What follows belongs to an exercise in optimizing a design on an open flow for small area and a short achievable clock period; a production flow would make more cautious choices. Only simulation tests tie the RTL to the original design; equivalence was not proved. No driver is modelled on the clock port, so clocking that relies on it looks cheaper here than on a real chip.

## flow/design.v (module list and top-level ports; edited modules follow where they fit)
// module mac_top: 1528 lines
module mac_top #(
   parameter int A_WIDTH = 18,
   parameter int B_WIDTH = 18,
   parameter int P_WIDTH = 48
) (
   input  logic                      clk,
   input  logic                      rst_n,
   input  logic signed [A_WIDTH-1:0] data_a,
   input  logic signed [B_WIDTH-1:0] data_b,
   input  mac_pkg::mac_op_e          op,
   input  logic                      activate_mac,
   output logic signed [P_WIDTH-1:0] data_p,
   output logic                      p_valid
);
  // ...
==> flow/flow/run.sh <==
#!/bin/bash
# The standard layout, with these changes in how it is made:
# - Yosys's synth runs without its early ABC pass (-noabc), so the full
#   adders it extracts keep their polarity (no inverters between them);
# - the port buffers are the smallest buffer (buf_1) instead of the
#   default clkdlybuf4s50_1; every port is still buffered;
# - after CTS, flow/pq_clock_delay.tcl puts delay chains in front of the
#   result register's clock (useful skew for the register-to-register
#   multiply-add paths);
# - only the setup repair after global routing, the first that sees that
#   skew, is given a setup margin (flow/grt_margin.tcl).
export SYNTH_ARGS="-noabc"
export BUFFER_PORTS_ARGS="-buffer_cell sky130_fd_sc_hd__buf_1"
export POST_CTS_TCL="$PWD/flow/pq_clock_delay.tcl"
export PQ_DLY_CELLS="sky130_fd_sc_hd__clkdlybuf4s50_1 sky130_fd_sc_hd__clkdlybuf4s50_1 sky130_fd_sc_hd__clkdlybuf4s50_1"
export PQ_SKIP_BITS=8
export PQ_BUF_CELL=sky130_fd_sc_hd__clkbuf_8
export PRE_GLOBAL_ROUTE_TCL="$PWD/flow/grt_margin.tcl"
bash standard.sh > standard.log 2>&1
==> flow/flow/grt_margin.tcl <==
# Pre-global-route hook: the setup repair after global routing aims at
# 5.35 ns of slack. It is the first repair that sees the
# result register's delayed clock, so it is the only one given a margin.
set ::env(SETUP_SLACK_MARGIN) 5.35
==> flow/flow/pq_clock_delay.tcl <==
# Post-CTS hook: the result register p_q gets its clock through a short
# delay chain below each clock-tree leaf that drives it, so its clock
# arrives later than the operand registers'. This is useful skew for the
# operand -> result paths (the long multiply-add paths); the result
# register's own feedback path sees about the same delay at both ends.
# The low bits (below PQ_SKIP_BITS) keep the undelayed clock.
# The later repair steps (global route) see and repair the new timing.
set block [ord::get_db_block]
set db [ord::get_db]
set chain {}
foreach c $::env(PQ_DLY_CELLS) { lappend chain [$db findMaster $c] }
lappend chain [$db findMaster $::env(PQ_BUF_CELL)]
set groups [dict create]
set n 0
foreach inst [$block getInsts] {
  if {[regexp {^p_q\\?\[([0-9]+)} [$inst getName]] && [string match sky130_fd_sc_hd__df* [[$inst getMaster] getName]]} {
    incr n
    regexp {^p_q\\?\[([0-9]+)} [$inst getName] -> bit
    # the low result bits have short paths and ample setup slack: no delay
    if {$bit < $::env(PQ_SKIP_BITS)} { continue }
    set net [[$inst findITerm CLK] getNet]
    dict lappend groups [$net getName] $inst
  }
}
if {$n != 48} { error "pq_clock_delay: expected 48 result flops, found $n" }
set g 0
dict for {netname flops} $groups {
  set net [$block findNet $netname]
  set sx 0; set sy 0
  foreach f $flops {
    set bb [$f getBBox]
    set sx [expr {$sx + [$bb xMin]}]; set sy [expr {$sy + [$bb yMin]}]
  }
  set cx [expr {int($sx / [llength $flops])}]
  set cy [expr {int($sy / [llength $flops])}]
  set prev $net
  set k 0
  foreach m $chain {
    set inst [odb::dbInst_create $block $m "pq_clkdly_${g}_$k"]
    set out [odb::dbNet_create $block "pq_clk_${g}_$k"]
    $out setSigType CLOCK
    [$inst findITerm A] connect $prev
    [$inst findITerm X] connect $out
    $inst setLocation $cx $cy
    $inst setPlacementStatus PLACED
    set prev $out
    incr k
  }
  foreach f $flops {
    set it [$f findITerm CLK]
    $it disconnect
    $it connect $prev
  }
  puts "pq_clock_delay: group $g under $netname: [llength $flops] flops"
  incr g
}
global_connect
detailed_placement
check_placement -verbose
estimate_parasitics -placement
report_clock_skew
==> flow/standard.sh <==
#!/bin/bash
# synth_recipe.tcl (not shown) runs the flow's synth.tcl, then flattens the netlist and writes it again
# the make line also repeats each setting of config.mk as NAME=value (left out here)
make -C /OpenROAD-flow-scripts/flow DESIGN_CONFIG=/design/flow/config.mk WORK_HOME=/design/flow/orfs CLKGATE_MAP_FILE= SYNTH_SCRIPT=/design/flow/synth_recipe.tcl "${@:-finish}"
==> flow/config.mk <==
export PLATFORM = sky130hd
export DESIGN_NAME = mac_top
export DESIGN_NICKNAME = mac_top
export VERILOG_FILES = /design/flow/design.v
export SDC_FILE = /design/flow/constraint.sdc
export NUM_CORES = 4
export LEC_CHECK = 0
export ABC_AREA = 1
export CAP_MARGIN = 20
export CORE_MARGIN = 2
export CORE_UTILIZATION = 40
export CTS_BUF_LIST = sky130_fd_sc_hd__clkbuf_4 sky130_fd_sc_hd__clkbuf_8
export HOLD_SLACK_MARGIN = 0.1
export SLEW_MARGIN = 20
==> flow/constraint.sdc <==
create_clock -name core_clock -period 10.0 [get_ports {clk}]
set_input_delay 2.0000 -clock core_clock [delete_from_list [all_inputs] [get_ports {clk}]]
set_output_delay 2.0000 -clock core_clock [all_outputs]
set_load 0.01 [all_outputs]
==> results.toml, run 1 <==
[yosys]
ys_ff_latch = 97
synthArstFlopShare_pct = 80.4
post_synth_main_area_contributors = "fa_1, dfrtp_1, xor2_1, o22ai_1, ha_1"

[layout]
reg_top3 = "p_q x48, a_q x18"
largest_register_ffs = 48
multi_input_comb_cells = 841
fraction_of_layout_instances_using_a_drive_strength_above_1_pct = 4.47
most-common-layout-cells = "xor2_1, fa_1, o22ai_1, nand2_1, inv_1"
area_delta_synth_final_pct = 12.2
num-nonclk-inverters = 174
mostFrequentLayoutCell = "xor2_1"

[floorplan]
placement_rows = 61
die_area_um2 = 29100

[routing]
route.detailed.wl_per_inst_um = 17.3
post_drt_via_cell_ratio = 5.15

[timing]
skew_ns = 1.64
post-route-period-util_pct = 45.5

[place]
io_buffer_count = 89
gp_routability_congestion = 0.849

[critical_path]
worst-path-stages = 1
r2r_start = "p_q[15]$_DFF_PN0_"
timing.critical_path.slowest_stage_cell = "dfrtp_1"

[outcome]
run_status = "timing/DRC/antenna clean"
==> run 2: changes to the inputs <==
--- a/flow/design.v
+++ b/flow/design.v
@@ -807,360 +807,360 @@
    assign s172 = neg_q[0] ^ pp1 ^ pg[0];
    assign c173 = (neg_q[0] & pp1) | (neg_q[0] & pg[0]) | (pp1 & pg[0]);
    assign s174 = pp2 ^ pg[1] ^ c173;
    assign c175 = (pp2 & pg[1]) | (pp2 & c173) | (pg[1] & c173);
    assign s176 = neg_q[1] ^ pp3 ^ pp20;
    assign c177 = (neg_q[1] & pp3) | (neg_q[1] & pp20) | (pp3 & pp20);
    assign s178 = pg[2] ^ s176 ^ c175;
    assign c179 = (pg[2] & s176) | (pg[2] & c175) | (s176 & c175);
-   assign s180 = pp4 ^ pp21 ^ pg[3];
-   assign c181 = (pp4 & pp21) | (pp4 & pg[3]) | (pp21 & pg[3]);
-   assign s182 = c177 ^ s180 ^ c179;
-   assign c183 = (c177 & s180) | (c177 & c179) | (s180 & c179);
+   assign s180 = pp4 ^ pp21 ^ c177;
+   assign c181 = (pp4 & pp21) | (pp4 & c177) | (pp21 & c177);
+   assign s182 = pg[3] ^ s180 ^ c179;
+   assign c183 = (pg[3] & s180) | (pg[3] & c179) | (s180 & c179);
    assign s184 = neg_q[2] ^ pp5 ^ pp22;
    assign c185 = (neg_q[2] & pp5) | (neg_q[2] & pp22) | (pp5 & pp22);
    assign s186 = pp39 ^ pg[4] ^ s184;
    assign c187 = (pp39 & pg[4]) | (pp39 & s184) | (pg[4] & s184);
    assign s188 = c181 ^ s186 ^ c183;
    assign c189 = (c181 & s186) | (c181 & c183) | (s186 & c183);
    assign s190 = pp6 ^ pp23 ^ pp40;
    assign c191 = (pp6 & pp23) | (pp6 & pp40) | (pp23 & pp40);
-   assign s192 = pg[5] ^ c185 ^ s190;
-   assign c193 = (pg[5] & c185) | (pg[5] & s190) | (c185 & s190);
+   assign s192 = c185 ^ pg[5] ^ s190;
+   assign c193 = (c185 & pg[5]) | (c185 & s190) | (pg[5] & s190);
    assign s194 = c187 ^ s192;
    assign c195 = c187 & s192;
    assign s196 = neg_q[3] ^ pp7 ^ pp24;
    assign c197 = (neg_q[3] & pp7) | (neg_q[3] & pp24) | (pp7 & pp24);
-   assign s198 = pp41 ^ pp58 ^ pg[6];
-   assign c199 = (pp41 & pp58) | (pp41 & pg[6]) | (pp58 & pg[6]);
-   assign s200 = c191 ^ s196 ^ s198;
-   assign c201 = (c191 & s196) | (c191 & s198) | (s196 & s198);
-   assign s202 = c193 ^ s200 ^ c195;
-   assign c203 = (c193 & s200) | (c193 & c195) | (s200 & c195);
+   assign s198 = pp41 ^ pp58 ^ c191;
+   assign c199 = (pp41 & pp58) | (pp41 & c191) | (pp58 & c191);
+   assign s200 = pg[6] ^ s196 ^ c193;
+   assign c201 = (pg[6] & s196) | (pg[6] & c193) | (s196 & c193);
+   assign s202 = s198 ^ c195 ^ s200;
+   assign c203 = (s198 & c195) | (s198 & s200) | (c195 & s200);
    assign s204 = pp8 ^ pp25 ^ pp42;
    assign c205 = (pp8 & pp25) | (pp8 & pp42) | (pp25 & pp42);
-   assign s206 = pp59 ^ pg[7] ^ c197;
-   assign c207 = (pp59 & pg[7]) | (pp59 & c197) | (pg[7] & c197);
+   assign s206 = pp59 ^ c197 ^ pg[7];
+   assign c207 = (pp59 & c197) | (pp59 & pg[7]) | (c197 & pg[7]);
    assign s208 = s204 ^ c199 ^ s206;
    assign c209 = (s204 & c199) | (s204 & s206) | (c199 & s206);
    assign s210 = c201 ^ s208 ^ c203;
    assign c211 = (c201 & s208) | (c201 & c203) | (s208 & c203);
    assign s212 = neg_q[4] ^ pp9 ^ pp26;
    assign c213 = (neg_q[4] & pp9) | (neg_q[4] & pp26) | (pp9 & pp26);
    assign s214 = pp43 ^ pp60 ^ pp77;
    assign c215 = (pp43 & pp60) | (pp43 & pp77) | (pp60 & pp77);
-   assign s216 = pg[8] ^ c205 ^ s212;
-   assign c217 = (pg[8] & c205) | (pg[8] & s212) | (c205 & s212);
+   assign s216 = c205 ^ pg[8] ^ s212;
+   assign c217 = (c205 & pg[8]) | (c205 & s212) | (pg[8] & s212);
    assign s218 = s214 ^ c207 ^ s216;
    assign c219 = (s214 & c207) | (s214 & s216) | (c207 & s216);
    assign s220 = c209 ^ s218 ^ c211;
    assign c221 = (c209 & s218) | (c209 & c211) | (s218 & c211);
    assign s222 = pp10 ^ pp27 ^ pp44;
    assign c223 = (pp10 & pp27) | (pp10 & pp44) | (pp27 & pp44);
-   assign s224 = pp61 ^ pp78 ^ pg[9];
-   assign c225 = (pp61 & pp78) | (pp61 & pg[9]) | (pp78 & pg[9]);
-   assign s226 = c213 ^ c215 ^ s222;
-   assign c227 = (c213 & c215) | (c213 & s222) | (c215 & s222);
-   assign s228 = s224 ^ c217 ^ s226;
-   assign c229 = (s224 & c217) | (s224 & s226) | (c217 & s226);
+   assign s224 = pp61 ^ pp78 ^ c213;
+   assign c225 = (pp61 & pp78) | (pp61 & c213) | (pp78 & c213);
+   assign s226 = c215 ^ pg[9] ^ s222;
+   assign c227 = (c215 & pg[9]) | (c215 & s222) | (pg[9] & s222);
+   assign s228 = c217 ^ s224 ^ s226;
+   assign c229 = (c217 & s224) | (c217 & s226) | (s224 & s226);
    assign s230 = c219 ^ s228;
    assign c231 = c219 & s228;
    assign s232 = neg_q[5] ^ pp11 ^ pp28;
    assign c233 = (neg_q[5] & pp11) | (neg_q[5] & pp28) | (pp11 & pp28);
    assign s234 = pp45 ^ pp62 ^ pp79;
    assign c235 = (pp45 & pp62) | (pp45 & pp79) | (pp62 & pp79);
-   assign s236 = pp96 ^ pg[10] ^ c223;
-   assign c237 = (pp96 & pg[10]) | (pp96 & c223) | (pg[10] & c223);
+   assign s236 = pp96 ^ c223 ^ pg[10];
+   assign c237 = (pp96 & c223) | (pp96 & pg[10]) | (c223 & pg[10]);
    assign s238 = s232 ^ s234 ^ c225;
    assign c239 = (s232 & s234) | (s232 & c225) | (s234 & c225);
    assign s240 = c227 ^ s236 ^ s238;
    assign c241 = (c227 & s236) | (c227 & s238) | (s236 & s238);
-   assign s242 = c229 ^ s240 ^ c231;
-   assign c243 = (c229 & s240) | (c229 & c231) | (s240 & c231);
+   assign s242 = c229 ^ c231 ^ s240;
+   assign c243 = (c229 & c231) | (c229 & s240) | (c231 & s240);
    assign s244 = pp12 ^ pp29 ^ pp46;
    assign c245 = (pp12 & pp29) | (pp12 & pp46) | (pp29 & pp46);
    assign s246 = pp63 ^ pp80 ^ pp97;
    assign c247 = (pp63 & pp80) | (pp63 & pp97) | (pp80 & pp97);
-   assign s248 = pg[11] ^ c233 ^ c235;
-   assign c249 = (pg[11] & c233) | (pg[11] & c235) | (c233 & c235);
+   assign s248 = c233 ^ c235 ^ pg[11];
+   assign c249 = (c233 & c235) | (c233 & pg[11]) | (c235 & pg[11]);
    assign s250 = s244 ^ s246 ^ c237;
    assign c251 = (s244 & s246) | (s244 & c237) | (s246 & c237);
    assign s252 = s248 ^ c239 ^ s250;
    assign c253 = (s248 & c239) | (s248 & s250) | (c239 & s250);
    assign s254 = c241 ^ s252 ^ c243;
    assign c255 = (c241 & s252) | (c241 & c243) | (s252 & c243);
    assign s256 = neg_q[6] ^ pp13 ^ pp30;
    assign c257 = (neg_q[6] & pp13) | (neg_q[6] & pp30) | (pp13 & pp30);
    assign s258 = pp47 ^ pp64 ^ pp81;
    assign c259 = (pp47 & pp64) | (pp47 & pp81) | (pp64 & pp81);
-   assign s260 = pp98 ^ pp115 ^ pg[12];
-   assign c261 = (pp98 & pp115) | (pp98 & pg[12]) | (pp115 & pg[12]);
-   assign s262 = c245 ^ c247 ^ s256;
-   assign c263 = (c245 & c247) | (c245 & s256) | (c247 & s256);
-   assign s264 = s258 ^ s260 ^ c249;
-   assign c265 = (s258 & s260) | (s258 & c249) | (s260 & c249);
+   assign s260 = pp98 ^ pp115 ^ c245;
+   assign c261 = (pp98 & pp115) | (pp98 & c245) | (pp115 & c245);
+   assign s262 = c247 ^ pg[12] ^ s256;
+   assign c263 = (c247 & pg[12]) | (c247 & s256) | (pg[12] & s256);
+   assign s264 = s258 ^ c249 ^ s260;
+   assign c265 = (s258 & c249) | (s258 & s260) | (c249 & s260);
    assign s266 = s262 ^ c251 ^ s264;
    assign c267 = (s262 & c251) | (s262 & s264) | (c251 & s264);
    assign s268 = c253 ^ s266;
    assign c269 = c253 & s266;
    assign s270 = pp14 ^ pp31 ^ pp48;
    assign c271 = (pp14 & pp31) | (pp14 & pp48) | (pp31 & pp48);
    assign s272 = pp65 ^ pp82 ^ pp99;
    assign c273 = (pp65 & pp82) | (pp65 & pp99) | (pp82 & pp99);
-   assign s274 = pp116 ^ pg[13] ^ c257;
-   assign c275 = (pp116 & pg[13]) | (pp116 & c257) | (pg[13] & c257);
-   assign s276 = c259 ^ s270 ^ s272;
-   assign c277 = (c259 & s270) | (c259 & s272) | (s270 & s272);
+   assign s274 = pp116 ^ c257 ^ c259;
+   assign c275 = (pp116 & c257) | (pp116 & c259) | (c257 & c259);
+   assign s276 = pg[13] ^ s270 ^ s272;
+   assign c277 = (pg[13] & s270) | (pg[13] & s272) | (s270 & s272);
    assign s278 = c261 ^ c263 ^ s274;
    assign c279 = (c261 & c263) | (c261 & s274) | (c263 & s274);
    assign s280 = s276 ^ c265 ^ s278;
    assign c281 = (s276 & c265) | (s276 & s278) | (c265 & s278);
    assign s282 = c267 ^ s280 ^ c269;
    assign c283 = (c267 & s280) | (c267 & c269) | (s280 & c269);
    assign s284 = neg_q[7] ^ pp15 ^ pp32;
    assign c285 = (neg_q[7] & pp15) | (neg_q[7] & pp32) | (pp15 & pp32);
    assign s286 = pp49 ^ pp66 ^ pp83;
    assign c287 = (pp49 & pp66) | (pp49 & pp83) | (pp66 & pp83);
    assign s288 = pp100 ^ pp117 ^ pp134;
    assign c289 = (pp100 & pp117) | (pp100 & pp134) | (pp117 & pp134);
-   assign s290 = pg[14] ^ c271 ^ c273;
-   assign c291 = (pg[14] & c271) | (pg[14] & c273) | (c271 & c273);
+   assign s290 = c271 ^ c273 ^ pg[14];
+   assign c291 = (c271 & c273) | (c271 & pg[14]) | (c273 & pg[14]);
    assign s292 = s284 ^ s286 ^ s288;
    assign c293 = (s284 & s286) | (s284 & s288) | (s286 & s288);
    assign s294 = c275 ^ c277 ^ s290;
    assign c295 = (c275 & c277) | (c275 & s290) | (c277 & s290);
    assign s296 = s292 ^ c279 ^ s294;
    assign c297 = (s292 & c279) | (s292 & s294) | (c279 & s294);
    assign s298 = c281 ^ s296;
    assign c299 = c281 & s296;
    assign s300 = pp16 ^ pp33 ^ pp50;
    assign c301 = (pp16 & pp33) | (pp16 & pp50) | (pp33 & pp50);
    assign s302 = pp67 ^ pp84 ^ pp101;
    assign c303 = (pp67 & pp84) | (pp67 & pp101) | (pp84 & pp101);
-   assign s304 = pp118 ^ pp135 ^ pg[15];
-   assign c305 = (pp118 & pp135) | (pp118 & pg[15]) | (pp135 & pg[15]);
-   assign s306 = c285 ^ c287 ^ c289;
-   assign c307 = (c285 & c287) | (c285 & c289) | (c287 & c289);
-   assign s308 = s300 ^ s302 ^ s304;
-   assign c309 = (s300 & s302) | (s300 & s304) | (s302 & s304);
-   assign s310 = c291 ^ c293 ^ s306;
-   assign c311 = (c291 & c293) | (c291 & s306) | (c293 & s306);
+   assign s304 = pp118 ^ pp135 ^ c285;
+   assign c305 = (pp118 & pp135) | (pp118 & c285) | (pp135 & c285);
+   assign s306 = c287 ^ c289 ^ pg[15];
+   assign c307 = (c287 & c289) | (c287 & pg[15]) | (c289 & pg[15]);
+   assign s308 = s300 ^ s302 ^ c291;
+   assign c309 = (s300 & s302) | (s300 & c291) | (s302 & c291);
+   assign s310 = c293 ^ s304 ^ s306;
+   assign c311 = (c293 & s304) | (c293 & s306) | (s304 & s306);
    assign s312 = s308 ^ c295 ^ s310;
    assign c313 = (s308 & c295) | (s308 & s310) | (c295 & s310);
    assign s314 = c297 ^ s312 ^ c299;
    assign c315 = (c297 & s312) | (c297 & c299) | (s312 & c299);
    assign s316 = neg_q[8] ^ pp17 ^ pp34;
    assign c317 = (neg_q[8] & pp17) | (neg_q[8] & pp34) | (pp17 & pp34);
    assign s318 = pp51 ^ pp68 ^ pp85;
    assign c319 = (pp51 & pp68) | (pp51 & pp85) | (pp68 & pp85);
    assign s320 = pp102 ^ pp119 ^ pp136;
    assign c321 = (pp102 & pp119) | (pp102 & pp136) | (pp119 & pp136);
-   assign s322 = pp153 ^ pg[16] ^ c301;
-   assign c323 = (pp153 & pg[16]) | (pp153 & c301) | (pg[16] & c301);
-   assign s324 = c303 ^ s316 ^ s318;
-   assign c325 = (c303 & s316) | (c303 & s318) | (s316 & s318);
+   assign s322 = pp153 ^ c301 ^ c303;
+   assign c323 = (pp153 & c301) | (pp153 & c303) | (c301 & c303);
+   assign s324 = pg[16] ^ s316 ^ s318;
+   assign c325 = (pg[16] & s316) | (pg[16] & s318) | (s316 & s318);
    assign s326 = s320 ^ c305 ^ c307;
    assign c327 = (s320 & c305) | (s320 & c307) | (c305 & c307);
    assign s328 = s322 ^ s324 ^ c309;
    assign c329 = (s322 & s324) | (s322 & c309) | (s324 & c309);
-   assign s330 = c311 ^ s326 ^ s328;
-   assign c331 = (c311 & s326) | (c311 & s328) | (s326 & s328);
+   assign s330 = s326 ^ c311 ^ s328;
+   assign c331 = (s326 & c311) | (s326 & s328) | (c311 & s328);
    assign s332 = c313 ^ s330;
    assign c333 = c313 & s330;
    assign s334 = pp18 ^ pp35 ^ pp52;
    assign c335 = (pp18 & pp35) | (pp18 & pp52) | (pp35 & pp52);
    assign s336 = pp69 ^ pp86 ^ pp103;
    assign c337 = (pp69 & pp86) | (pp69 & pp103) | (pp86 & pp103);
    assign s338 = pp120 ^ pp137 ^ pp154;
    assign c339 = (pp120 & pp137) | (pp120 & pp154) | (pp137 & pp154);
-   assign s340 = pg[17] ^ c317 ^ c319;
-   assign c341 = (pg[17] & c317) | (pg[17] & c319) | (c317 & c319);
-   assign s342 = c321 ^ s334 ^ s336;
-   assign c343 = (c321 & s334) | (c321 & s336) | (s334 & s336);
+   assign s340 = c317 ^ c319 ^ c321;
+   assign c341 = (c317 & c319) | (c317 & c321) | (c319 & c321);
+   assign s342 = pg[17] ^ s334 ^ s336;
+   assign c343 = (pg[17] & s334) | (pg[17] & s336) | (s334 & s336);
    assign s344 = s338 ^ c323 ^ c325;
    assign c345 = (s338 & c323) | (s338 & c325) | (c323 & c325);
    assign s346 = s340 ^ s342 ^ c327;
    assign c347 = (s340 & s342) | (s340 & c327) | (s342 & c327);
    assign s348 = s344 ^ c329 ^ s346;
    assign c349 = (s344 & c329) | (s344 & s346) | (c329 & s346);
    assign s350 = c331 ^ s348;
    assign c351 = c331 & s348;
    assign s352 = 1'b1 ^ pp19 ^ pp36;
    assign c353 = (1'b1 & pp19) | (1'b1 & pp36) | (pp19 & pp36);
    assign s354 = pp53 ^ pp70 ^ pp87;
    assign c355 = (pp53 & pp70) | (pp53 & pp87) | (pp70 & pp87);
    assign s356 = pp104 ^ pp121 ^ pp138;
    assign c357 = (pp104 & pp121) | (pp104 & pp138) | (pp121 & pp138);
-   assign s358 = pp155 ^ pg[18] ^ c335;
-   assign c359 = (pp155 & pg[18]) | (pp155 & c335) | (pg[18] & c335);
-   assign s360 = c337 ^ c339 ^ s352;
-   assign c361 = (c337 & c339) | (c337 & s352) | (c339 & s352);
+   assign s358 = pp155 ^ c335 ^ c337;
+   assign c359 = (pp155 & c335) | (pp155 & c337) | (c335 & c337);
+   assign s360 = c339 ^ pg[18] ^ s352;
+   assign c361 = (c339 & pg[18]) | (c339 & s352) | (pg[18] & s352);
    assign s362 = s354 ^ s356 ^ c341;
    assign c363 = (s354 & s356) | (s354 & c341) | (s356 & c341);
    assign s364 = c343 ^ s358 ^ s360;
    assign c365 = (c343 & s358) | (c343 & s360) | (s358 & s360);
    assign s366 = c345 ^ s362 ^ s364;
    assign c367 = (c345 & s362) | (c345 & s364) | (s362 & s364);
    assign s368 = c347 ^ s366 ^ c349;
    assign c369 = (c347 & s366) | (c347 & c349) | (s366 & c349);
    assign s370 = 1'b1 ^ pp37 ^ pp54;
    assign c371 = (1'b1 & pp37) | (1'b1 & pp54) | (pp37 & pp54);
    assign s372 = pp71 ^ pp88 ^ pp105;
    assign c373 = (pp71 & pp88) | (pp71 & pp105) | (pp88 & pp105);
    assign s374 = pp122 ^ pp139 ^ pp156;
    assign c375 = (pp122 & pp139) | (pp122 & pp156) | (pp139 & pp156);
-   assign s376 = pg[19] ^ c353 ^ c355;
-   assign c377 = (pg[19] & c353) | (pg[19] & c355) | (c353 & c355);
-   assign s378 = c357 ^ s370 ^ s372;
-   assign c379 = (c357 & s370) | (c357 & s372) | (s370 & s372);
+   assign s376 = c353 ^ c355 ^ c357;
+   assign c377 = (c353 & c355) | (c353 & c357) | (c355 & c357);
+   assign s378 = pg[19] ^ s370 ^ s372;
+   assign c379 = (pg[19] & s370) | (pg[19] & s372) | (s370 & s372);
    assign s380 = s374 ^ c359 ^ c361;
    assign c381 = (s374 & c359) | (s374 & c361) | (c359 & c361);
    assign s382 = s376 ^ s378 ^ c363;
    assign c383 = (s376 & s378) | (s376 & c363) | (s378 & c363);
    assign s384 = c365 ^ s380 ^ s382;
    assign c385 = (c365 & s380) | (c365 & s382) | (s380 & s382);
    assign s386 = c367 ^ s384;
    assign c387 = c367 & s384;
    assign s388 = pp38 ^ pp55 ^ pp72;
    assign c389 = (pp38 & pp55) | (pp38 & pp72) | (pp55 & pp72);
    assign s390 = pp89 ^ pp106 ^ pp123;
    assign c391 = (pp89 & pp106) | (pp89 & pp123) | (pp106 & pp123);
-   assign s392 = pp140 ^ pp157 ^ pg[20];
-   assign c393 = (pp140 & pp157) | (pp140 & pg[20]) | (pp157 & pg[20]);
-   assign s394 = c371 ^ c373 ^ c375;
-   assign c395 = (c371 & c373) | (c371 & c375) | (c373 & c375);
-   assign s396 = s388 ^ s390 ^ s392;
-   assign c397 = (s388 & s390) | (s388 & s392) | (s390 & s392);
-   assign s398 = c377 ^ c379 ^ s394;
-   assign c399 = (c377 & c379) | (c377 & s394) | (c379 & s394);
-   assign s400 = s396 ^ c381 ^ s398;
-   assign c401 = (s396 & c381) | (s396 & s398) | (c381 & s398);
+   assign s392 = pp140 ^ pp157 ^ c371;
+   assign c393 = (pp140 & pp157) | (pp140 & c371) | (pp157 & c371);
+   assign s394 = c373 ^ c375 ^ pg[20];
+   assign c395 = (c373 & c375) | (c373 & pg[20]) | (c375 & pg[20]);
+   assign s396 = s388 ^ s390 ^ c377;
+   assign c397 = (s388 & s390) | (s388 & c377) | (s390 & c377);
+   assign s398 = c379 ^ s392 ^ s394;
+   assign c399 = (c379 & s392) | (c379 & s394) | (s392 & s394);
+   assign s400 = c381 ^ s396 ^ s398;
+   assign c401 = (c381 & s396) | (c381 & s398) | (s396 & s398);
    assign s402 = c383 ^ s400 ^ c385;
    assign c403 = (c383 & s400) | (c383 & c385) | (s400 & c385);
    assign s404 = 1'b1 ^ pp56 ^ pp73;
    assign c405 = (1'b1 & pp56) | (1'b1 & pp73) | (pp56 & pp73);
    assign s406 = pp90 ^ pp107 ^ pp124;
    assign c407 = (pp90 & pp107) | (pp90 & pp124) | (pp107 & pp124);
-   assign s408 = pp141 ^ pp158 ^ pg[21];
-   assign c409 = (pp141 & pp158) | (pp141 & pg[21]) | (pp158 & pg[21]);
-   assign s410 = c389 ^ c391 ^ s404;
-   assign c411 = (c389 & c391) | (c389 & s404) | (c391 & s404);
-   assign s412 = s406 ^ c393 ^ s408;
-   assign c413 = (s406 & c393) | (s406 & s408) | (c393 & s408);
-   assign s414 = c395 ^ s410 ^ c397;
-   assign c415 = (c395 & s410) | (c395 & c397) | (s410 & c397);
+   assign s408 = pp141 ^ pp158 ^ c389;
+   assign c409 = (pp141 & pp158) | (pp141 & c389) | (pp158 & c389);
+   assign s410 = c391 ^ pg[21] ^ s404;
+   assign c411 = (c391 & pg[21]) | (c391 & s404) | (pg[21] & s404);
+   assign s412 = s406 ^ c393 ^ c395;
+   assign c413 = (s406 & c393) | (s406 & c395) | (c393 & c395);
+   assign s414 = s408 ^ s410 ^ c397;
+   assign c415 = (s408 & s410) | (s408 & c397) | (s410 & c397);
    assign s416 = s412 ^ c399 ^ s414;
    assign c417 = (s412 & c399) | (s412 & s414) | (c399 & s414);
    assign s418 = c401 ^ s416;
    assign c419 = c401 & s416;
    assign s420 = pp57 ^ pp74 ^ pp91;
    assign c421 = (pp57 & pp74) | (pp57 & pp91) | (pp74 & pp91);
    assign s422 = pp108 ^ pp125 ^ pp142;
    assign c423 = (pp108 & pp125) | (pp108 & pp142) | (pp125 & pp142);
-   assign s424 = pp159 ^ pg[22] ^ c405;
-   assign c425 = (pp159 & pg[22]) | (pp159 & c405) | (pg[22] & c405);
-   assign s426 = c407 ^ s420 ^ s422;
-   assign c427 = (c407 & s420) | (c407 & s422) | (s420 & s422);
+   assign s424 = pp159 ^ c405 ^ c407;
+   assign c425 = (pp159 & c405) | (pp159 & c407) | (c405 & c407);
+   assign s426 = pg[22] ^ s420 ^ s422;
+   assign c427 = (pg[22] & s420) | (pg[22] & s422) | (s420 & s422);
    assign s428 = c409 ^ c411 ^ s424;
    assign c429 = (c409 & c411) | (c409 & s424) | (c411 & s424);
    assign s430 = s426 ^ c413 ^ s428;
    assign c431 = (s426 & c413) | (s426 & s428) | (c413 & s428);
    assign s432 = c415 ^ s430 ^ c417;
    assign c433 = (c415 & s430) | (c415 & c417) | (s430 & c417);
    assign s434 = 1'b1 ^ pp75 ^ pp92;
    assign c435 = (1'b1 & pp75) | (1'b1 & pp92) | (pp75 & pp92);
    assign s436 = pp109 ^ pp126 ^ pp143;
    assign c437 = (pp109 & pp126) | (pp109 & pp143) | (pp126 & pp143);
-   assign s438 = pp160 ^ pg[23] ^ c421;
-   assign c439 = (pp160 & pg[23]) | (pp160 & c421) | (pg[23] & c421);
-   assign s440 = c423 ^ s434 ^ s436;
-   assign c441 = (c423 & s434) | (c423 & s436) | (s434 & s436);
+   assign s438 = pp160 ^ c421 ^ c423;
+   assign c439 = (pp160 & c421) | (pp160 & c423) | (c421 & c423);
+   assign s440 = pg[23] ^ s434 ^ s436;
+   assign c441 = (pg[23] & s434) | (pg[23] & s436) | (s434 & s436);
    assign s442 = c425 ^ c427 ^ s438;
    assign c443 = (c425 & c427) | (c425 & s438) | (c427 & s438);
    assign s444 = s440 ^ c429 ^ s442;
    assign c445 = (s440 & c429) | (s440 & s442) | (c429 & s442);
    assign s446 = c431 ^ s444;
    assign c447 = c431 & s444;
    assign s448 = pp76 ^ pp93 ^ pp110;
    assign c449 = (pp76 & pp93) | (pp76 & pp110) | (pp93 & pp110);
    assign s450 = pp127 ^ pp144 ^ pp161;
    assign c451 = (pp127 & pp144) | (pp127 & pp161) | (pp144 & pp161);
-   assign s452 = pg[24] ^ c435 ^ c437;
-   assign c453 = (pg[24] & c435) | (pg[24] & c437) | (c435 & c437);
+   assign s452 = c435 ^ c437 ^ pg[24];
+   assign c453 = (c435 & c437) | (c435 & pg[24]) | (c437 & pg[24]);
    assign s454 = s448 ^ s450 ^ c439;
    assign c455 = (s448 & s450) | (s448 & c439) | (s450 & c439);
    assign s456 = c441 ^ s452 ^ c443;
    assign c457 = (c441 & s452) | (c441 & c443) | (s452 & c443);
    assign s458 = s454 ^ c445 ^ s456;
    assign c459 = (s454 & c445) | (s454 & s456) | (c445 & s456);
    assign s460 = 1'b1 ^ pp94 ^ pp111;
    assign c461 = (1'b1 & pp94) | (1'b1 & pp111) | (pp94 & pp111);
    assign s462 = pp128 ^ pp145 ^ pp162;
    assign c463 = (pp128 & pp145) | (pp128 & pp162) | (pp145 & pp162);
-   assign s464 = pg[25] ^ c449 ^ c451;
-   assign c465 = (pg[25] & c449) | (pg[25] & c451) | (c449 & c451);
+   assign s464 = c449 ^ c451 ^ pg[25];
+   assign c465 = (c449 & c451) | (c449 & pg[25]) | (c451 & pg[25]);
    assign s466 = s460 ^ s462 ^ c453;
    assign c467 = (s460 & s462) | (s460 & c453) | (s462 & c453);
    assign s468 = s464 ^ c455 ^ s466;
    assign c469 = (s464 & c455) | (s464 & s466) | (c455 & s466);
-   assign s470 = c457 ^ s468;
-   assign c471 = c457 & s468;
+   assign s470 = c457 ^ s468 ^ c459;
+   assign c471 = (c457 & s468) | (c457 & c459) | (s468 & c459);
    assign s472 = pp95 ^ pp112 ^ pp129;
    assign c473 = (pp95 & pp112) | (pp95 & pp129) | (pp112 & pp129);
-   assign s474 = pp146 ^ pp163 ^ pg[26];
-   assign c475 = (pp146 & pp163) | (pp146 & pg[26]) | (pp163 & pg[26]);
-   assign s476 = c461 ^ c463 ^ s472;
-   assign c477 = (c461 & c463) | (c461 & s472) | (c463 & s472);
-   assign s478 = s474 ^ c465 ^ s476;
-   assign c479 = (s474 & c465) | (s474 & s476) | (c465 & s476);
+   assign s474 = pp146 ^ pp163 ^ c461;
+   assign c475 = (pp146 & pp163) | (pp146 & c461) | (pp163 & c461);
+   assign s476 = c463 ^ pg[26] ^ s472;
+   assign c477 = (c463 & pg[26]) | (c463 & s472) | (pg[26] & s472);
+   assign s478 = c465 ^ s474 ^ s476;
+   assign c479 = (c465 & s474) | (c465 & s476) | (s474 & s476);
    assign s480 = c467 ^ s478 ^ c469;
    assign c481 = (c467 & s478) | (c467 & c469) | (s478 & c469);
    assign s482 = 1'b1 ^ pp113 ^ pp130;
    assign c483 = (1'b1 & pp113) | (1'b1 & pp130) | (pp113 & pp130);
-   assign s484 = pp147 ^ pp164 ^ pg[27];
-   assign c485 = (pp147 & pp164) | (pp147 & pg[27]) | (pp164 & pg[27]);
-   assign s486 = c473 ^ s482 ^ c475;
-   assign c487 = (c473 & s482) | (c473 & c475) | (s482 & c475);
-   assign s488 = s484 ^ c477 ^ s486;
-   assign c489 = (s484 & c477) | (s484 & s486) | (c477 & s486);
+   assign s484 = pp147 ^ pp164 ^ c473;
+   assign c485 = (pp147 & pp164) | (pp147 & c473) | (pp164 & c473);
+   assign s486 = pg[27] ^ s482 ^ c475;
+   assign c487 = (pg[27] & s482) | (pg[27] & c475) | (s482 & c475);
+   assign s488 = c477 ^ s484 ^ s486;
+   assign c489 = (c477 & s484) | (c477 & s486) | (s484 & s486);
    assign s490 = c479 ^ s488 ^ c481;
    assign c491 = (c479 & s488) | (c479 & c481) | (s488 & c481);
    assign s492 = pp114 ^ pp131 ^ pp148;
    assign c493 = (pp114 & pp131) | (pp114 & pp148) | (pp131 & pp148);
-   assign s494 = pp165 ^ pg[28] ^ c483;
-   assign c495 = (pp165 & pg[28]) | (pp165 & c483) | (pg[28] & c483);
+   assign s494 = pp165 ^ c483 ^ pg[28];
+   assign c495 = (pp165 & c483) | (pp165 & pg[28]) | (c483 & pg[28]);
    assign s496 = s492 ^ c485 ^ s494;
    assign c497 = (s492 & c485) | (s492 & s494) | (c485 & s494);
    assign s498 = c487 ^ s496 ^ c489;
    assign c499 = (c487 & s496) | (c487 & c489) | (s496 & c489);
    assign s500 = 1'b1 ^ pp132 ^ pp149;
    assign c501 = (1'b1 & pp132) | (1'b1 & pp149) | (pp132 & pp149);
-   assign s502 = pp166 ^ pg[29] ^ c493;
-   assign c503 = (pp166 & pg[29]) | (pp166 & c493) | (pg[29] & c493);
+   assign s502 = pp166 ^ c493 ^ pg[29];
+   assign c503 = (pp166 & c493) | (pp166 & pg[29]) | (c493 & pg[29]);
    assign s504 = s500 ^ c495 ^ s502;
    assign c505 = (s500 & c495) | (s500 & s502) | (c495 & s502);
    assign s506 = c497 ^ s504 ^ c499;
    assign c507 = (c497 & s504) | (c497 & c499) | (s504 & c499);
    assign s508 = pp133 ^ pp150 ^ pp167;
    assign c509 = (pp133 & pp150) | (pp133 & pp167) | (pp150 & pp167);
-   assign s510 = pg[30] ^ c501 ^ s508;
-   assign c511 = (pg[30] & c501) | (pg[30] & s508) | (c501 & s508);
+   assign s510 = c501 ^ pg[30] ^ s508;
+   assign c511 = (c501 & pg[30]) | (c501 & s508) | (pg[30] & s508);
    assign s512 = c503 ^ s510 ^ c505;
    assign c513 = (c503 & s510) | (c503 & c505) | (s510 & c505);
    assign s514 = 1'b1 ^ pp151 ^ pp168;
    assign c515 = (1'b1 & pp151) | (1'b1 & pp168) | (pp151 & pp168);
-   assign s516 = pg[31] ^ c509 ^ s514;
-   assign c517 = (pg[31] & c509) | (pg[31] & s514) | (c509 & s514);
+   assign s516 = c509 ^ pg[31] ^ s514;
+   assign c517 = (c509 & pg[31]) | (c509 & s514) | (pg[31] & s514);
    assign s518 = c511 ^ s516 ^ c513;
    assign c519 = (c511 & s516) | (c511 & c513) | (s516 & c513);
-   assign s520 = pp152 ^ pp169 ^ pg[32];
-   assign c521 = (pp152 & pp169) | (pp152 & pg[32]) | (pp169 & pg[32]);
-   assign s522 = c515 ^ s520 ^ c517;
-   assign c523 = (c515 & s520) | (c515 & c517) | (s520 & c517);
+   assign s520 = pp152 ^ pp169 ^ c515;
+   assign c521 = (pp152 & pp169) | (pp152 & c515) | (pp169 & c515);
+   assign s522 = pg[32] ^ c517 ^ s520;
+   assign c523 = (pg[32] & c517) | (pg[32] & s520) | (c517 & s520);
    assign s524 = 1'b1 ^ pp170 ^ pg[33];
    assign c525 = (1'b1 & pp170) | (1'b1 & pg[33]) | (pp170 & pg[33]);
    assign s526 = c521 ^ s524 ^ c523;
    assign c527 = (c521 & s524) | (c521 & c523) | (s524 & c523);
    assign s528 = pp171 ^ pg[34] ^ c525;
    assign c529 = (pp171 & pg[34]) | (pp171 & c525) | (pg[34] & c525);
    assign s530 = 1'b1 ^ pg[35] ^ c529;
    assign c531 = (1'b1 & pg[35]) | (1'b1 & c529) | (pg[35] & c529);
@@ -1183,18 +1183,18 @@
    assign s548 = 1'b1 ^ pg[44];
    assign c549 = 1'b1 & pg[44];
    assign s550 = 1'b1 ^ pg[45] ^ c549;
    assign c551 = (1'b1 & pg[45]) | (1'b1 & c549) | (pg[45] & c549);
    assign s552 = 1'b1 ^ pg[46] ^ c551;
    assign c553 = (1'b1 & pg[46]) | (1'b1 & c551) | (pg[46] & c551);
    assign s554 = 1'b1 ^ pg[47] ^ c553;
    assign c555 = (1'b1 & pg[47]) | (1'b1 & c553) | (pg[47] & c553);
-   assign rx = {s554, s552, s550, c547, s546, s544, s542, s540, s538, c535, s534, s532, s530, c527, s526, c519, s518, c507, s506, c491, s490, c471, c459, c447, c433, c419, c403, c387, c369, c351, c333, c315, s314, c283, s282, c255, s254, s242, c221, s220, s210, s202, c189, s188, s182, s178, s174, s172};
-   assign ry = {1'b0, 1'b0, 1'b0, s548, 1'b0, 1'b0, 1'b0, 1'b0, 1'b0, s536, 1'b0, 1'b0, 1'b0, s528, 1'b0, s522, 1'b0, s512, 1'b0, s498, 1'b0, s480, s470, s458, s446, s432, s418, s402, s386, s368, s350, s332, 1'b0, s298, 1'b0, s268, 1'b0, 1'b0, s230, 1'b0, 1'b0, 1'b0, s194, 1'b0, 1'b0, 1'b0, 1'b0, 1'b0};
+   assign rx = {s554, s552, s550, c547, s546, s544, s542, s540, s538, c535, s534, s532, s530, c527, s526, c519, s518, c507, s506, c491, s490, c471, s470, c447, c433, c419, c403, c387, c369, c351, c333, c315, s314, c283, s282, c255, s254, s242, c221, s220, s210, s202, c189, s188, s182, s178, s174, s172};
+   assign ry = {1'b0, 1'b0, 1'b0, s548, 1'b0, 1'b0, 1'b0, 1'b0, 1'b0, s536, 1'b0, 1'b0, 1'b0, s528, 1'b0, s522, 1'b0, s512, 1'b0, s498, 1'b0, s480, 1'b0, s458, s446, s432, s418, s402, s386, s368, s350, s332, 1'b0, s298, 1'b0, s268, 1'b0, 1'b0, s230, 1'b0, 1'b0, 1'b0, s194, 1'b0, 1'b0, 1'b0, 1'b0, 1'b0};
    logic [47:0] g0, p0;
    assign g0 = rx & ry;
    assign p0 = rx ^ ry;
    logic gg1;
    assign gg1 = g0[1] | (p0[1] & g0[0]);
    logic gg2;
    assign gg2 = g0[2] | (p0[2] & gg1);
    logic gg3;
==> run 2 against run 1 <==
Effect of this change: still clean on timing, DRC and antenna; via count is 1.1% higher; global-route usage up 0.17 points; setup slack worse by 0.034 ns; critical path depth is the same; utilization is 0.34 points lower; worst hold slack gained 0.036 ns; routed wire length rose by 2.1%; die area up 0.15%; design area shrank 0.74%; largest cell class unchanged.
==> results.toml, run 2 <==
[timing]
hold-worst-slack_ns = 0.0709
finalHoldViolations = 0
max_slew.worst_pin.slew_ns = 1.08
skew_ns = 1.66
final.setup.tns_ns = 0
maxClockFrequency_mhz = 218
setup_violations = 0
relative_slew_slack_pct = 28.1
final.min_clock_period_ns = 4.59
grt_setup_unrepaired = "yes"
maxSlewViolCount = 0
post-route-period-util_pct = 45.9
fin_ws_ns = 5.41

[layout]
layout.cell_area.non_filler_um2 = 12400
layoutNonFillerInstCount = 1637
area_delta_synth_final_pct = 11.2
nets_final = 1515
finish.utilization_pct = 44.9
antenna_cells_inserted = 0
reg_top3 = "p_q x48, a_q x18"
most-common-layout-cells = "xor2_1, fa_1, o22ai_1, nand2_1, inv_1"
mostFrequentLayoutCell = "xor2_1"
largest-register = "p_q"
fraction_of_layout_instances_using_a_drive_strength_above_1_pct = 4.45
largest_register_ffs = 48

[floorplan]
die_height_um = 171
floorplan.initialDensity_pct = 40.4
chipWidth_um = 171
ioPinCount = 90
coreArea_um2 = 27600
placement_rows = 61
die_area_um2 = 29200

[yosys]
synthArstFlopShare_pct = 80.4
post_synth.cell_area_avg_um2 = 9.53
synth_xor_area_share_pct = 15.5
synth_seq_area_share_pct = 21.0
yosys-top-cells-count = "xor2_1, fa_1, o22ai_1"
yosysTopAreaCellShare_pct = 29.3
syn_area_um2 = 11100
synth.net_count = 1429
synth_most_common_cell = "xor2_1"
ys_warn_count = 1
synth_area_leader_cell = "fa_1"
ys_ff_latch = 97
synth-simple-area-share_pct = 8.88
ys_types = 37
fraction_of_the_mapped_netlist_area_in_adder_cells_pct = 35.7
yosys-mux-area-fraction_pct = 0
prevailing_post_synth_register_cell = "dfrtp_1"
main_combinational_cell_family_by_area_after_synthesis = "adder cells"
cell_count_after_synthesis = 1168
post_synth_main_area_contributors = "fa_1, dfrtp_1, xor2_1, o22ai_1, ha_1"
count_of_flip_flops_with_a_built_in_enable_after_synthesis = 0
synth_compound_gate_area_share_pct = 11.0

[outcome]
run_status = "timing/DRC/antenna clean"

[critical_path]
worstReg2RegEnd = "p_q[40]$_DFF_PN0_"
cp_data_arrival_time_ns = 2.59
crit_start = "p_q[29]$_DFF_PN0_"
reg2reg_slack_ns = 5.62
critPathKind = "reg -> out"
critical_path.n_buffers_inverters = 1
cp-endpoint = "data_p[29]"
worst-path-max-fanout = 2
worst-path-stages = 1
critical_path.endpoint_type = "primary output"
timing.critical_path.slowest_stage_cell = "dfrtp_1"
critPathLaunchType = "register"
timing.critical_path.required_ns = 8.00
cp_top_family = "flip-flops"
cp_cell_sequence = "clkbuf_2"
critPathMaxStageDelay_ns = 0.42
r2r_start = "p_q[14]$_DFF_PN0_"
worst_r2r_path_depth = 16

[routing]
post_drt_via_cell_ratio = 5.25
route.detailed.wl_per_inst_um = 17.8
drt_wl_total_um = 29100
routed-via-count = 8591
drt_first_iter_violations = 489
number_of_iterations_in_the_first_detailed_routing_pass = 5
detail_route_antenna_nets = 0
drc = 0

[place]
post_dp_cell_area_um2 = 11700
numPlacedInstances = 1578
gp_routability_congestion = 0.904
dp_hpwl_um = 21700
dp_worst_setup_slack_ns = 4.07
io_buffer_count = 89

[grt]
track_usage_pct = 20.9
grt_start_max_net_pins = 55
grt_overflow = 0
grt_first_pass_wirelength_um = 47200
grt_pass1_vias = 9134
number_of_antenna_violations_at_the_first_check_in_global_routing = 0

[cts]
cts.sink_count = 97
worst_skew_pair.late_latency_ns = 2.03
cts_tree = "done"
clkSlewWorstSetupHoldPaths_ns = 0.11

[job]
maxCapViolations = 0

[min_path]
holdCritPathClass = "reg -> reg"
==> run 2: cell count changes in the layout (fill, tap and decap cells not counted), sizes merged, moves of 2 or more <==
cell,before,now
nand3,20,18
xnor2,9,7
nand2,153,160
nand4,3,1
nor2,38,36
nor3,4,6
ha,59,57
buf,93,84
dlygate4sd3,22,19
==> run 2: logic make-up (layout without fill, tap and decap cells) <==
group,after synthesis,in the layout
buffers and inverters,232,323
and+or+nand+nor,227,227
adders and majority gates,220,220
xor gates and xnor gates,197,197
AOI/OAI and AO/OA,195,195
DFF,97,97
==> run 2: worst reg2reg max path: cells and delay by family (launching register included) <==
| kind | cells | cell delay [ns] |
|---|---|---|
| buffers and inverters | 1 | 0.07 |
| AO/OA/AOI/OAI | 2 | 0.33 |
| XOR/XNOR | 1 | 0.12 |
| AND/OR/NAND/NOR | 5 | 0.51 |
| flip-flops | 1 | 0.38 |
| adder cells (fa/ha/maj) | 7 | 2.85 |
==> run 2: area by class of cell, clock buffers not listed <==
type	instances	area, µm²
Fill cell	2669	15200
Multi-Input combinational cell	839	7920
Sequential cell	97	2330
Inverter	173	649
Timing Repair Buffer	110	551
Tap cell	378	473
Buffer	24	263
Clock inverter	7	68.8
==> run 2: worst min-delay path by stage <==
stage / start / end / slack (ns) / cells past startpoint
floorplan: v_q$_DFF_PN0_ / pv_q$_DFF_PN0_ / 0.33 / 0
global placement: v_q$_DFF_PN0_ / pv_q$_DFF_PN0_ / 0.33 / 0
detailed placement: v_q$_DFF_PN0_ / pv_q$_DFF_PN0_ / 0.35 / 0
global route: neg_q[3]$_DFF_PN0_ / p_q[10]$_DFF_PN0_ / 0.12 / 5
finish: kp_q$_DFF_P_ / p_q[15]$_DFF_PN0_ / 0.07 / 7
==> run 2: per-layer routing <==
layer  wire length [µm]  track usage (%)  part of all wire (%)
met3               1720             4.21                   5.9
met4               1000             9.14                   3.4
met2              13900             34.4                    48
met1              12500             26.9                    43
met5                  0                0                     0

static timing again, ports no longer ideal:
In the flow no input, the clock included, has a driving cell. The finished layouts below were timed again as built, in two steps.
Step 1, drivers: a clkbuf_16 drives clk and a buf_2 each remaining input, both assumed.
Step 2, shift: input delay + t, output delay - t, t = (earliest + latest rising clock arrival at the registers) / 2. This alone moves slack from input paths to output paths.
Three values: ideal, step 1, step 2; two values: the first two.
run	shift t [ns]	setup WS [ns]	worst hold slack (ns)	clock arrival spread, ns
run 1	1.243	5.446 / 5.401 / 5.559	0.035 / 0.035 / 0.035	1.644 / 1.644
run 2	1.246	5.413 / 5.368 / 5.588	0.071 / 0.071 / 0.071	1.661 / 1.661
Clock arrivals are far apart in run 1 and run 2, so t is only a midpoint there and step 2 fits no single register. The worst setup slack also covers recovery checks on asynchronous resets.
